Background: an optimization exercise with open tools, aiming at small area, a short achievable clock period and few clock cycles. Do not read the settings as production practice.
Power is estimated from default activity; no workload was simulated.

Setup of north:
==> flow/design.v (excerpt) <==
module axiApbBridgeTop (
  input  logic         pclk,
  input  logic         preset_n,
  input  logic [31:0]  ar_addr,
  input  logic [7:0]   ar_id,
  input  logic [7:0]   ar_len,
  input  logic [1:0]   ar_burst,
  input  logic [2:0]   ar_prot,
  input  logic         ar_valid,
  output logic         ar_ready,
  input  logic [31:0]  aw_addr,
  input  logic [7:0]   aw_id,
  input  logic [7:0]   aw_len,
  input  logic [1:0]   aw_burst,
  input  logic [2:0]   aw_prot,
  input  logic         aw_valid,
  output logic         aw_ready,
  input  logic [31:0]  w_data,
  input  logic [3:0]   w_strb,
  input  logic         w_valid,
  output logic         w_ready,
  output logic [31:0]  r_data,
  output logic [1:0]   r_resp,
  output logic [7:0]   r_id,
  output logic         r_last,
  output logic         r_valid,
  input  logic         r_ready,
  output logic [1:0]   b_resp,
  output logic [7:0]   b_id,
  output logic         b_valid,
  input  logic         b_ready,
  output logic [31:0]  paddr,
  output logic [31:0]  pwdata,
  output logic [3:0]   pstrb,
  output logic [2:0]   pprot,
  output logic         pwrite,
  output logic [3:0]   psel,
  output logic         penable,
  input  logic [3:0]   pready,
  input  logic [127:0] prdata,
  input  logic [3:0]   pslverr
);
Size in the first run: about 4600 um2 of cells after synthesis.
==> module axiApbBridgeTop, before the edit <==
module axiApbBridgeTop (
  input  logic         pclk,
  input  logic         preset_n,
  input  logic [31:0]  ar_addr,
  input  logic [7:0]   ar_id,
  input  logic [7:0]   ar_len,
  input  logic [1:0]   ar_burst,
  input  logic [2:0]   ar_prot,
  input  logic         ar_valid,
  output logic         ar_ready,
  input  logic [31:0]  aw_addr,
  input  logic [7:0]   aw_id,
  input  logic [7:0]   aw_len,
  input  logic [1:0]   aw_burst,
  input  logic [2:0]   aw_prot,
  input  logic         aw_valid,
  output logic         aw_ready,
  input  logic [31:0]  w_data,
  input  logic [3:0]   w_strb,
  input  logic         w_valid,
  output logic         w_ready,
  output logic [31:0]  r_data,
  output logic [1:0]   r_resp,
  output logic [7:0]   r_id,
  output logic         r_last,
  output logic         r_valid,
  input  logic         r_ready,
  output logic [1:0]   b_resp,
  output logic [7:0]   b_id,
  output logic         b_valid,
  input  logic         b_ready,
  output logic [31:0]  paddr,
  output logic [31:0]  pwdata,
  output logic [3:0]   pstrb,
  output logic [2:0]   pprot,
  output logic         pwrite,
  output logic [3:0]   psel,
  output logic         penable,
  input  logic [3:0]   pready,
  input  logic [127:0] prdata,
  input  logic [3:0]   pslverr
);
  logic        act;        
  logic        wr;         
  logic        acc;        
  logic        lastWr;     
  logic        fixed;      
  logic [13:0] curAddr;    
  logic        upZero;     
  logic        upOnes;     
  logic [7:0]  left;       
  logic [1:0]  wrErr;      
  logic        rv;
  logic        rl;
  logic [31:0] rd;
  logic [1:0]  rr;
  logic        bv;
  logic [3:0]  hit;
  logic        dec;
  logic        go;
  logic        done;
  logic        decDone;
  logic        fin;
  logic        last;
  logic [1:0]  beatResp;
  logic        rdAvail;
  logic        wrAvail;
  logic        free;
  logic        start;
  logic        pickW;
  logic [31:0] rdSel;
  always_comb begin
    for (int k = 0; k < 4; k++) begin
      hit[k] = upZero & (curAddr[13:12] == 2'(k));
    end
  end
  assign dec = ~upZero;
  assign go      = wr ? w_valid : (~rv | r_ready);
  assign done    = acc & |(pready & hit);
  assign decDone = act & dec & (wr ? w_valid : ~rv);
  assign fin     = done | decDone;
  assign last    = (left == 8'd0);
  assign beatResp = dec ? 2'd3 : (|(pslverr & hit) ? 2'd2 : 2'd0);
  assign rdAvail = ar_valid & ~(act & ~wr) & ~(rv & rl);
  assign wrAvail = aw_valid & ~(act & wr) & ~bv;
  assign free    = ~act | (fin & last);
  assign start   = free & (rdAvail | wrAvail);
  assign pickW   = wrAvail & (~rdAvail | ~lastWr);
  always_comb begin
    rdSel = '0;
    for (int k = 0; k < 4; k++) begin
      rdSel = rdSel | (prdata[32*k +: 32] & {32{hit[k]}});
    end
  end
  always_ff @(posedge pclk or negedge preset_n) begin
    if (!preset_n) begin
      act    <= 1'b0;
      wr     <= 1'b0;
      acc    <= 1'b0;
      lastWr <= 1'b1;
      rv     <= 1'b0;
      bv     <= 1'b0;
    end else begin
      if (acc) begin
        acc <= ~done;
      end else begin
        acc <= act & ~dec & go;
      end
      if (start) begin
        act    <= 1'b1;
        wr     <= pickW;
        lastWr <= pickW;
      end else if (fin & last) begin
        act <= 1'b0;
      end
      if (fin & ~wr) begin
        rv <= 1'b1;
      end else if (r_ready) begin
        rv <= 1'b0;
      end
      if (fin & wr & last) begin
        bv <= 1'b1;
      end else if (b_ready) begin
        bv <= 1'b0;
      end
    end
  end
  always_ff @(posedge pclk) begin
    if (start) begin
      curAddr <= pickW ? aw_addr[13:0] : ar_addr[13:0];
      upZero  <= pickW ? (aw_addr[31:14] == '0) : (ar_addr[31:14] == '0);
      upOnes  <= pickW ? (aw_addr[31:14] == '1) : (ar_addr[31:14] == '1);
      left    <= pickW ? aw_len : ar_len;
      fixed   <= pickW ? (aw_burst == 2'd0) : (ar_burst == 2'd0);
    end else if (fin) begin
      left <= left - 8'd1;
      if (!fixed) begin
        curAddr[13:2] <= curAddr[13:2] + 12'd1;
        if (&curAddr[13:2]) begin
          upZero <= upOnes;
          upOnes <= 1'b0;
        end
      end
    end
    if (start & pickW) begin
      wrErr <= 2'd0;
    end else if (fin & wr) begin
      wrErr <= wrErr | beatResp;
    end
    if (!rv) begin
      rd <= rdSel;
      rr <= beatResp;
      rl <= last;
    end
  end
  assign psel    = hit & {4{act & (acc | go)}};
  assign penable = acc;
  assign paddr   = {18'd0, curAddr};
  assign pwrite  = wr;
  assign pprot   = wr ? aw_prot : ar_prot;
  assign pwdata  = w_data;
  assign pstrb   = w_strb & {4{wr}};
  assign w_ready = fin & wr;
  assign r_valid  = rv;
  assign r_data   = rd;
  assign r_resp   = rr;
  assign r_last   = rl;
  assign r_id     = ar_id;
  assign ar_ready = rv & rl & r_ready;
  assign b_valid  = bv;
  assign b_resp   = wrErr;
  assign b_id     = aw_id;
  assign aw_ready = bv & b_ready;
endmodule
export LEC_CHECK = 0
export CAP_MARGIN = 20
export CORE_AREA = 2.5 2.5 142.5 142.5
export DIE_AREA = 0 0 145 145
export PLACE_DENSITY = 0.6
export SETUP_SLACK_MARGIN = 2.6
export SLEW_MARGIN = 20
create_clock -name core_clock -period 5.0 [get_ports {pclk}]
run.sh (not shown) runs the stock make flow with config.mk's settings and CLKGATE_MAP_FILE= SYNTH_SCRIPT=/design/flow/synth_recipe.tcl, a recipe that flattens the netlist after the stock synthesis.
Looking at the reports, north completed the entire flow and the layout it produced met the timing, DRC and antenna checks.
[inputs] south vs north
--- a/flow/design.v
+++ b/flow/design.v
@@ -514,8 +514,12 @@
   logic        free;
   logic        start;
   logic        pickW;
   logic [31:0] rdSel;
+  logic        gA;
+  logic        gW;
+  logic        gR;
+  logic [3:0]  wAcc;
   always_comb begin
     for (int k = 0; k < 4; k++) begin
       hit[k] = upZero & (curAddr[13:12] == 2'(k));
     end
@@ -598,16 +602,24 @@
       rr <= beatResp;
       rl <= last;
     end
   end
-  assign psel    = hit & {4{act & (acc | go)}};
+  assign gA      = acc | (act & ~wr & ~rv);
+  assign gW      = act & ~acc & wr;
+  assign gR      = act & ~acc & ~wr & rv;
+  always_comb begin
+    for (int k = 0; k < 4; k++) begin
+      psel[k] = (hit[k] & gA) | (hit[k] & gW & w_valid) | (hit[k] & gR & r_ready);
+    end
+  end
   assign penable = acc;
   assign paddr   = {18'd0, curAddr};
   assign pwrite  = wr;
   assign pprot   = wr ? aw_prot : ar_prot;
   assign pwdata  = w_data;
   assign pstrb   = w_strb & {4{wr}};
-  assign w_ready = fin & wr;
+  assign wAcc    = hit & {4{acc & wr}};
+  assign w_ready = |(pready & wAcc) | (act & dec & wr);
   assign r_valid  = rv;
   assign r_data   = rd;
   assign r_resp   = rr;
   assign r_last   = rl;
[summary]
- Per the comparison of south with north, weighted congestion reported at the end of routability-driven placement climbed 9.5%, smallest hold slack fell by 29 ps, peak per-stage delay on the critical path lower, worst setup slack after layout saw a decrease, sequential share of layout area picked up an extra 0.34 points.
- The share of the cycle needed by the critical path after routing in south was higher than what north gave.
- Non-clock buffer count (south over north): decrease, 2.3%
- Changes observed in south relative to north: portion of the layout cell area used by clock cells about even; sequential power rose about 4%; share of async-settable or async-resettable flops after synthesis about even.
- On xor and xnor area share after synthesis, north tracks south almost exactly.
- The placed standard-cell area of south and that of north are within noise of each other.
- Against north, south reports a final cell count that is lower.
- Relative to north, the number of gates resized after CTS measured on south has decreased by more than 10%.
Function was not checked in any run of this note: the RTL went through the layout flow alone.

-- port drivers added, routing unchanged --
The results above use ideal ports. As a check the final layouts listed here were re-extracted and re-timed, cells and wires unchanged. Step 1 sets driving cells, clkbuf_16 on the clock port and buf_2 on the other inputs (assumed; they add their load-dependent delay and slew). Step 2 times the ports against the registers' clock, not the clock port: input delays grow and output delays shrink by t, the midpoint of the rising clock arrivals with the driver on. a / b / c = ideal ports / drivers / drivers and shift; a / b = the first two.
| run | shift t [ns] | setup slack, ns | hold slack, ns | clock arrival spread, ns | worst register clock-pin slew, ns |
|---|---|---|---|---|---|
| north | 0.372 | 2.220 / 2.178 / 2.098 | 0.495 / 0.495 / 0.495 | 0.007 / 0.008 | 0.06 / 0.06 |
| south | 0.382 | 2.147 / 2.111 / 2.111 | 0.466 / 0.466 / 0.466 | 0.007 / 0.007 | 0.06 / 0.06 |
After both steps every run listed still meets setup and hold. The setup slack of north, which loses most, moves by -0.042 ns with the drivers and by -0.122 ns with both steps.
